This is an optimization exercise on Yosys and OpenROAD, whose aim is small area, a short achievable clock period and few clock cycles, not a production implementation. In this exercise RTL edits were held to simulation tests only and were not proved equivalent to the original. No activity file was given, so power comes from the tool's default toggle rates.

===== flow/config.mk =====
export PLATFORM = sky130hd
export DESIGN_NAME = dirty_page_display_refresh_core
export DESIGN_NICKNAME = dirty_page_display_refresh_core
export VERILOG_FILES = /design/flow/design.v
export SDC_FILE = /design/flow/constraint.sdc
export NUM_CORES = 8
export LEC_CHECK = 0
export CAP_MARGIN = 20
export CORE_MARGIN = 2
export CORE_UTILIZATION = 30
export PLACE_DENSITY = 0.45
export SLEW_MARGIN = 20
export SYNTH_MEMORY_MAX_BITS = 16384

===== flow/constraint.sdc =====
create_clock -name core_clock -period 8.0 [get_ports {clock}]
set_input_delay 1.6000 -clock core_clock [delete_from_list [all_inputs] [get_ports {clock}]]
set_output_delay 1.6000 -clock core_clock [all_outputs]
set_load 0.01 [all_outputs]

===== flow/design.v =====
module dpdr_ram #(
   parameter int WIDTH = 8,
   parameter int DEPTH = 16
) (
   input  logic                     clock,
   input  logic                     wr_en,
   input  logic [$clog2(DEPTH)-1:0] wr_addr,
   input  logic [WIDTH-1:0]         wr_data,
   input  logic                     rd_en,
   input  logic [$clog2(DEPTH)-1:0] rd_addr,
   output logic [WIDTH-1:0]         rd_data
);
   logic [WIDTH-1:0] mem [DEPTH];
   logic [WIDTH-1:0] rd_data_ff;
   always_ff @(posedge clock) begin
      if (wr_en) begin
         mem[wr_addr] <= wr_data;
      end
      if (rd_en) begin
         rd_data_ff <= mem[rd_addr];
      end
   end
   assign rd_data = rd_data_ff;
endmodule
module dirty_page_display_refresh_core
(
   input  logic                                clock,
   input  logic                                reset,
   input  logic                                req_valid,
   output logic                                req_stall,
   input  logic [7:0]                          req_byte,
   input  logic                                req_frame_start,
   output logic                                rsp_valid,
   input  logic                                rsp_stall,
   output logic                                rsp_is_data,
   output logic [63:0]                         rsp_payload,
   output logic [3:0]                          rsp_byte_count,
   output logic                                rsp_write_end,
   output logic                                rsp_last,
   input  logic                                csr_valid,
   output logic                                csr_ready,
   input  logic [1:0]                          csr_index,
   input  logic [7:0]                          csr_wdata
);
   localparam int MAX_COLUMNS = 128;
   localparam int MAX_PAGES = 8;
   localparam int CHUNK_BYTES = 64;
   localparam int WORD_BYTES = 8;
   localparam int COL_W = $clog2(MAX_COLUMNS);
   localparam int PAGE_W = $clog2(MAX_PAGES);
   localparam int LANE_W = $clog2(WORD_BYTES);
   localparam int WSEL_W = COL_W - LANE_W;
   localparam int CHUNK_W = $clog2(CHUNK_BYTES);
   localparam int WORDS_PER_PAGE = MAX_COLUMNS / WORD_BYTES;
   localparam int RAM_DEPTH = MAX_PAGES * WORDS_PER_PAGE;
   localparam int RAM_ADDR_W = $clog2(RAM_DEPTH);
   localparam int WORD_W = 8 * WORD_BYTES;
   localparam int COLS_W = 8;
   localparam int PAGES_W = 4;
   localparam int PAYLOAD_W = 64;
   localparam int COUNT_W = 4;
   localparam int CSR_INDEX_W = 2;
   localparam logic [COLS_W-1:0] COLS_MAX = COLS_W'(MAX_COLUMNS);
   localparam logic [PAGES_W-1:0] PAGES_MAX = PAGES_W'(MAX_PAGES);
   localparam logic [COLS_W-1:0] COLS_RESET = 8'd128;
   localparam logic [PAGES_W-1:0] PAGES_RESET = 4'd8;
   localparam logic [CSR_INDEX_W-1:0] CSR_COLUMNS = 2'd0;
   localparam logic [CSR_INDEX_W-1:0] CSR_PAGE_COUNT = 2'd1;
   localparam logic [7:0] CMD_SET_PAGE = 8'hB0;
   localparam logic [7:0] CMD_LOW_COL = 8'h00;
   localparam logic [7:0] CMD_HIGH_COL = 8'h10;
   typedef struct packed {
      logic [7:0] byte_value;
      logic       frame_start;
   } req_beat_type;
   typedef struct packed {
      logic                 is_data;
      logic [PAYLOAD_W-1:0] payload;
      logic [COUNT_W-1:0]   byte_count;
      logic                 write_end;
      logic                 last;
   } rsp_beat_type;
   req_beat_type req_beat;
   rsp_beat_type rsp_beat;
   assign req_beat.byte_value = req_byte;
   assign req_beat.frame_start = req_frame_start;
   assign rsp_is_data = rsp_beat.is_data;
   assign rsp_payload = rsp_beat.payload;
   assign rsp_byte_count = rsp_beat.byte_count;
   assign rsp_write_end = rsp_beat.write_end;
   assign rsp_last = rsp_beat.last;
   typedef enum logic [4:0] {
      S_IDLE = 5'b00001,
      S_RMW  = 5'b00010,
      S_CMD  = 5'b00100,
      S_READ = 5'b01000,
      S_DATA = 5'b10000
   } state_type;
   localparam logic [1:0] STEP_PAGE = 2'd0;
   localparam logic [1:0] STEP_LOW = 2'd1;
   localparam logic [1:0] STEP_HIGH = 2'd2;
   state_type state_ff, state_in;
   logic [COLS_W-1:0]  cfg_columns_ff;
   logic [PAGES_W-1:0] cfg_pages_ff;
   logic [COLS_W-1:0]  cols_eff;
   logic [PAGES_W-1:0] pages_eff;
   logic [COL_W-1:0]  col_ff, col_in;
   logic [PAGE_W-1:0] page_ff, page_in;
   logic              changed_ff, changed_in;
   logic              first_ff, first_in;
   logic [7:0]        byte_ff;
   logic [PAGE_W-1:0] emit_page_ff, emit_page_in;
   logic [1:0]        step_ff, step_in;
   logic [WSEL_W-1:0] word_ff, word_in;
   logic         rsp_valid_ff, rsp_valid_in;
   rsp_beat_type rsp_beat_ff, rsp_beat_in;
   logic                  req_fire;
   logic                  out_free;
   logic                  load;
   logic [COL_W-1:0]      acc_col;
   logic [PAGE_W-1:0]     acc_page;
   logic                  ram_rd_en;
   logic [RAM_ADDR_W-1:0] ram_rd_addr;
   logic                  ram_wr_en;
   logic [RAM_ADDR_W-1:0] ram_wr_addr;
   logic [WORD_W-1:0]     ram_wr_data;
   logic [WORD_W-1:0]     ram_rd_data;
   logic [7:0]         old_byte;
   logic               page_end;
   logic [COLS_W-1:0]  data_base;
   logic [COLS_W-1:0]  data_rem;
   logic [COLS_W-1:0]  data_next;
   logic [COUNT_W-1:0] data_count;
   logic               data_final;
   logic [WORD_W-1:0]  data_word;
   logic [7:0]         cmd_byte;
   assign req_fire = req_valid && !req_stall;
   assign req_stall = (state_ff != S_IDLE);
   assign out_free = !rsp_valid_ff || !rsp_stall;
   assign csr_ready = 1'b1;
   assign rsp_valid = rsp_valid_ff;
   assign rsp_beat = rsp_beat_ff;
   always_comb begin
      if (cfg_columns_ff == '0) begin
         cols_eff = COLS_W'(1);
      end else if (cfg_columns_ff > COLS_MAX) begin
         cols_eff = COLS_MAX;
      end else begin
         cols_eff = cfg_columns_ff;
      end
      if (cfg_pages_ff == '0) begin
         pages_eff = PAGES_W'(1);
      end else if (cfg_pages_ff > PAGES_MAX) begin
         pages_eff = PAGES_MAX;
      end else begin
         pages_eff = cfg_pages_ff;
      end
   end
   assign acc_col = req_beat.frame_start ? '0 : col_ff;
   assign acc_page = req_beat.frame_start ? '0 : page_ff;
   dpdr_ram #(
      .WIDTH(WORD_W),
      .DEPTH(RAM_DEPTH)
   ) u_cache (
      .clock  (clock),
      .wr_en  (ram_wr_en),
      .wr_addr(ram_wr_addr),
      .wr_data(ram_wr_data),
      .rd_en  (ram_rd_en),
      .rd_addr(ram_rd_addr),
      .rd_data(ram_rd_data)
   );
   always_comb begin
      ram_rd_en = 1'b0;
      ram_rd_addr = {acc_page, acc_col[COL_W-1:LANE_W]};
      if (req_fire) begin
         ram_rd_en = 1'b1;
      end else if (state_ff == S_READ) begin
         ram_rd_en = 1'b1;
         ram_rd_addr = {emit_page_ff, word_ff};
      end
   end
   assign ram_wr_en = (state_ff == S_RMW);
   assign ram_wr_addr = {page_ff, col_ff[COL_W-1:LANE_W]};
   assign old_byte = ram_rd_data[8*col_ff[LANE_W-1:0] +: 8];
   always_comb begin
      ram_wr_data = ram_rd_data;
      ram_wr_data[8*col_ff[LANE_W-1:0] +: 8] = byte_ff;
   end
   assign page_end = ({1'b0, col_ff} + COLS_W'(1)) >= cols_eff;
   assign data_base = COLS_W'({word_ff, {LANE_W{1'b0}}});
   assign data_rem = cols_eff - data_base;
   assign data_next = data_base + COLS_W'(WORD_BYTES);
   assign data_final = data_rem <= COLS_W'(WORD_BYTES);
   assign data_count = data_final ? COUNT_W'(data_rem) : COUNT_W'(WORD_BYTES);
   always_comb begin
      data_word = '0;
      for (int i = 0; i < WORD_BYTES; i++) begin
         if (COUNT_W'(i) < data_count) begin
            data_word[8*i +: 8] = ram_rd_data[8*i +: 8];
         end
      end
   end
   always_comb begin
      case (step_ff)
         STEP_PAGE: cmd_byte = CMD_SET_PAGE + 8'(emit_page_ff);
         STEP_LOW:  cmd_byte = CMD_LOW_COL;
         STEP_HIGH: cmd_byte = CMD_HIGH_COL;
         default:   cmd_byte = CMD_HIGH_COL;
      endcase
   end
   always_comb begin
      state_in = state_ff;
      col_in = col_ff;
      page_in = page_ff;
      changed_in = changed_ff;
      first_in = first_ff;
      emit_page_in = emit_page_ff;
      step_in = step_ff;
      word_in = word_ff;
      load = 1'b0;
      rsp_beat_in = rsp_beat_ff;
      rsp_valid_in = rsp_valid_ff && rsp_stall;
      case (state_ff)
         S_IDLE: begin
            if (req_fire) begin
               col_in = acc_col;
               page_in = acc_page;
               if (req_beat.frame_start) begin
                  changed_in = 1'b0;
               end
               state_in = S_RMW;
            end
         end
         S_RMW: begin
            if (page_end) begin
               emit_page_in = page_ff;
               step_in = STEP_PAGE;
               word_in = '0;
               changed_in = 1'b0;
               col_in = '0;
               if (({1'b0, page_ff} + PAGES_W'(1)) >= pages_eff) begin
                  page_in = '0;
                  first_in = 1'b0;
               end else begin
                  page_in = page_ff + PAGE_W'(1);
               end
               state_in = (changed_ff || (old_byte != byte_ff) || first_ff) ? S_CMD : S_IDLE;
            end else begin
               changed_in = changed_ff || (old_byte != byte_ff);
               col_in = col_ff + COL_W'(1);
               state_in = S_IDLE;
            end
         end
         S_CMD: begin
            if (out_free) begin
               load = 1'b1;
               rsp_beat_in.is_data = 1'b0;
               rsp_beat_in.payload = PAYLOAD_W'(cmd_byte);
               rsp_beat_in.byte_count = COUNT_W'(1);
               rsp_beat_in.write_end = 1'b1;
               rsp_beat_in.last = 1'b0;
               if (step_ff == STEP_HIGH) begin
                  state_in = S_READ;
               end else begin
                  step_in = step_ff + 2'd1;
               end
            end
         end
         S_READ: begin
            state_in = S_DATA;
         end
         S_DATA: begin
            if (out_free) begin
               load = 1'b1;
               rsp_beat_in.is_data = 1'b1;
               rsp_beat_in.payload = PAYLOAD_W'(data_word);
               rsp_beat_in.byte_count = data_count;
               rsp_beat_in.write_end = data_final || (data_next[CHUNK_W-1:0] == '0);
               rsp_beat_in.last = data_final;
               if (data_final) begin
                  state_in = S_IDLE;
               end else begin
                  word_in = word_ff + WSEL_W'(1);
                  state_in = S_READ;
               end
            end
         end
         default: begin
            state_in = S_IDLE;
         end
      endcase
      if (load) begin
         rsp_valid_in = 1'b1;
      end
   end
   always_ff @(posedge clock) begin
      if (reset) begin
         state_ff <= S_IDLE;
         col_ff <= '0;
         page_ff <= '0;
         changed_ff <= 1'b0;
         first_ff <= 1'b1;
         rsp_valid_ff <= 1'b0;
         cfg_columns_ff <= COLS_RESET;
         cfg_pages_ff <= PAGES_RESET;
         step_ff <= STEP_PAGE;
         word_ff <= '0;
      end else begin
         state_ff <= state_in;
         col_ff <= col_in;
         page_ff <= page_in;
         changed_ff <= changed_in;
         first_ff <= first_in;
         rsp_valid_ff <= rsp_valid_in;
         step_ff <= step_in;
         word_ff <= word_in;
         if (csr_valid && csr_ready) begin
            if (csr_index == CSR_COLUMNS) begin
               cfg_columns_ff <= csr_wdata;
            end else if (csr_index == CSR_PAGE_COUNT) begin
               cfg_pages_ff <= csr_wdata[PAGES_W-1:0];
            end
         end
      end
   end
   always_ff @(posedge clock) begin
      if (req_fire) begin
         byte_ff <= req_beat.byte_value;
      end
      emit_page_ff <= emit_page_in;
      rsp_beat_ff <= rsp_beat_in;
   end
endmodule

===== flow/run.sh =====
#!/bin/bash
# synth_recipe.tcl (not shown) runs the flow's synth.tcl, then flattens the netlist and writes it again
# the make line also repeats each setting of config.mk as NAME=value (left out here)
make -C /OpenROAD-flow-scripts/flow DESIGN_CONFIG=/design/flow/config.mk WORK_HOME=/design/flow/orfs CLKGATE_MAP_FILE= SYNTH_SCRIPT=/design/flow/synth_recipe.tcl finish

==> flow_summary.ini <==
[status]
status = no timing/DRC/antenna violations

[global_routing]
grt_overflow = 0
grt_pass1_vias = 200000
antenna_found_initial = 143
grt_max_degree = 129
track_usage_pct = 24.4
grt_pass1_wl_mm = 1850

[worst_setup_path]
cp.required_ns = 8.94
crit_type = input pin to flop
cp_slowest_stage_delay_ns = 1.06
worstSetupStartpointType = input pin
path_depth = 16
crit_buf_inv = 7
timing.critical_path.to_type = flop
worstRegToRegCells = 16
arrival_ns = 7.68
critical_path.top_delay_family = buffers and inverters
cp_common_cell = buf_4
cp_slowest_cell = clkdlybuf4s50_1
cp_cell_sequence = clkdlybuf4s50_1, nand2b_1, a21oi_2, nor2_8, buf_12, buf_12, buf_4, buf_4, mux2i_1, o221ai_1, a21oi_1, nor4_1, buf_4, nor4_4, buf_8, o22ai_1
crit_fanout = 31

[die]
die-height_mm = 1.05
start_util_pct = 30.1
die_area_sq_mm = 1.11
io_pins = 98
die-width_mm = 1.05
rows = 385
coreArea_sq_mm = 1.10

[routing]
drt_iter0_drc = 33700
wirelength_mm = 1400
routedWlPerCell_um = 36.6
ant_nets = 0
vias = 215000
routed_via_density = 5.62
dr.pass1.iters = 9
route.detailed.drc = 0

[cells_and_area]
nets = 22900
fillers = 105000
fin_area_sq_mm = 0.388
multiInputGateArea_sq_mm = 0.0753
register_area_sq_mm = 0.251
synthToLayoutAreaGrowth_pct = 17.3
drive_above_1_share_pct = 13.1

[synth]
ys_seq_elements = 8374
yosysWarnings = 2
syn_area_sq_mm = 0.331
synth_async_sr_flop_share_pct = 0
ys.flop_type = edfxtp_1
syn-num-nets = 22000
synth-xor-area-share_pct = 0.0503
synth_compound_gate_area_share_pct = 7.37
synth_cells = 21900
synth.top_cell.area_share_pct = 75.7
synth_top_family_by_area = simple AND/OR/NAND/NOR gates
yosysTopAreaCell = edfxtp_1
synth-adder-area-share_pct = 0.112
ys_types = 89
muxShareOfSynthArea_pct = 5.60
synth_area_leaders = edfxtp_1 (76%), nand2_1 (4.8%), mux2i_1 (4.5%)
postSynthAreaPerCell_sq_um = 15.1
yosys.area_share.simple_pct = 8.80
synth_edf_count = 8338
synth-seq-area-share_pct = 75.9

[power]
p_total_w = 0.0905
leakage_nw = 134
irDropWorstVdd_v = 0.000205
power.density_mw_per_mm2 = 233

[clock_tree]
post-cts-setup-buffers = 0
cts_buffer_depth = 5
cts_resized = 0
cts-hold-fix-buffers = 0
cts_tree = built
cts_buffers = 901
clock_latency_ns = 1.17
htreeDepth = 6
clock_sinks = 8374
root_buffer = clkbuf_16
clk_pin_slew_worst_paths_ns = 0.06

[placement]
detailed_place.area_sq_mm = 0.360
io_buffer_count = 96
hpwl_mm = 805
gp_congestion = 0.859

[timing]
report.final.setup_viol = 0
rsz0062_at_grt = no
hold_violations = 0
worst_pin_slew_ns = 1.29
post-route-min-period_ns = 6.73
max-slew-margin-rel_pct = 14.1
post-route-period-util_pct = 84.2
skew_ns = 0.122
slew_violations = 0
fmaxAchievable_mhz = 148

[worst_hold_path]
whs_path_depth = 2
hold_class = flop to flop

[flow_run]
cap_violations = 0
logic make-up (layout without fill, tap and decap cells):
| group | count (synthesis) | after routing |
|---|---|---|
| flip-flops | 8374 | 8374 |
| AND/OR/NAND/NOR | 6722 | 6722 |
| other | 1 | 88 |
| multiplexers | 1676 | 1676 |
| XOR/XNOR | 19 | 19 |
| AO/OA/AOI/OAI | 3607 | 3607 |
| buffers and inverters | 1502 | 3080 |
| adder cells (fa/ha/maj) | 29 | 29 |
metal layers:
layer | vias to the layer above | global-route usage [%] | share of wire, %
met2 | 11500 | 38.1 | 45
met4 | 34 | 9.60 | 4.6
met1 | 115000 | 33.5 | 41
met5 | - | 0 | 0.023
met3 | 2226 | 4.67 | 9.1
li1 | 87000 | - | -
sequential cells by signal, indices dropped and copies added, names as in the netlist:
signal and count:
word_ff 4, emit_page_ff 3, u_cache.mem 8192, state_ff 5
byte_ff 8, cfg_columns_ff 8, page_ff 3, rsp_valid_ff 1
changed_ff 1, u_cache.rd_data_ff 64, cfg_pages_ff 4, step_ff 2
col_ff 7, rsp_beat_ff 71, first_ff 1
layout make-up:
type | count | area share [%]
Antenna cell | 87 | 0.0561
Clock buffer | 1161 | 6.16
Clock inverter | 443 | 0.929
Inverter | 27 | 0.0261
Multi-Input combinational cell | 12100 | 19.4
Sequential cell | 8374 | 64.8
Tap cell | 14700 | 4.75
Timing Repair Buffer | 1449 | 3.89
cell usage in the layout (no fill, tap or decap), types with 116 or more instances in the layout:
cell / n
nor4_1: 116
mux4_2: 135
nand2_1: 4254
a211oi_1: 363
o22ai_1: 146
nand3_1: 1122
a31oi_1: 339
clkinv_2: 120
o21ai_0: 241
clkbuf_16: 917
clkinv_1: 231
mux2i_1: 1494
clkbuf_1: 242
a21oi_1: 1181
buf_4: 1038
buf_12: 295
nor3_1: 245
edfxtp_1: 8338
and3_1: 426
nor2_4: 136
o221ai_1: 673
metrics by stage:
step,setup WS [ns],instances,hold slack (ns),util [%],setup TNS (ns)
global placement,-2.74,36600,0.453,32.7,-10.36
detailed placement,0.266,36600,0.466,32.8,0
CTS,1.46,38200,0.474,35.3,0
finish,1.27,38300,0.475,35.3,0
floorplan,-0.538,21900,0.406,-,-275.25
global route,1.43,38200,0.503,35.3,0
power breakdown:
group | internal (W) | switching (W) | leakage, nW | total (W)
clock network | 0.0226 | 0.0176 | 13.4 | 0.0402
registers | 0.0485 | 0.000134 | 75.4 | 0.0487
logic | 0.000166 | 0.00145 | 45.6 | 0.00162
total | 0.0713 | 0.0192 | 134 | 0.0905
worst register-to-register path: stages (launching register included):
cell and delay [ns]:
dfxtp_1 0.49, nor3_4 0.07, buf_4 0.23, and3_1 0.43
nor2_8 0.66, buf_12 0.36, buf_12 0.32, buf_4 0.40
buf_4 0.33, mux2i_1 0.13, o221ai_1 0.25, a21oi_1 0.11
nor4_1 0.99, buf_4 0.33, nor4_4 0.07, buf_8 0.20
o22ai_1 0.29
cells in the mapped netlist, drive strengths merged (60+ instances only):
library cell,n
and3,426
a21oi,1197
o221ai,674
and2,68
o21ai,276
mux4,135
a211oi,367
nand2,4258
buf,924
edfxtp,8338
nor3,271
nor2,260
a22o,66
clkbuf,551
mux2i,1495
nand3,1128
nor4,170
o22ai,153
nand4,60
a311oi,111
a31oi,342
path summary, 6_finish.rpt:
| check | from | end | slack, ns |
|---|---|---|---|
| hold / removal | changed_ff | changed_ff | 0.47 |
| setup reg to reg | state_ff[0] | u_cache.rd_data_ff[13] | 2.12 |
| hold reg to reg | changed_ff | changed_ff | 0.47 |
| setup / recovery | req_frame_start | u_cache.rd_data_ff[13] | 1.27 |
Testbench counts, summed over its fixed seeds: cycles 101,883.

-- separate check: timing with driven ports --
The results above use ideal ports. As a check the final layout listed here was re-extracted and re-timed, cells and wires unchanged.
Step 1, drivers: a clkbuf_16 drives clock and a buf_2 each remaining input, both assumed.
Step 2 adds t to the input delays and takes it off the output delays; t is the mean of the earliest and latest rising clock arrival at the registers after step 1. Input paths then give back, and output paths get back, about the clock's delay inside the block.
Slacks: ideal ports / drivers / drivers and shift; pairs: ideal ports / drivers.
t (ns): 1.254
setup slack, ns: 1.265 / 1.392 / 0.138
worst setup path after step 2: input to register
worst register clock-pin slew, ns: 0.07 / 0.07
pins driven straight from the clock port: 1
After both steps setup and hold are still met in this run. For this run, drivers alone change the setup slack by +0.127 ns; drivers and shift together by -1.127 ns.
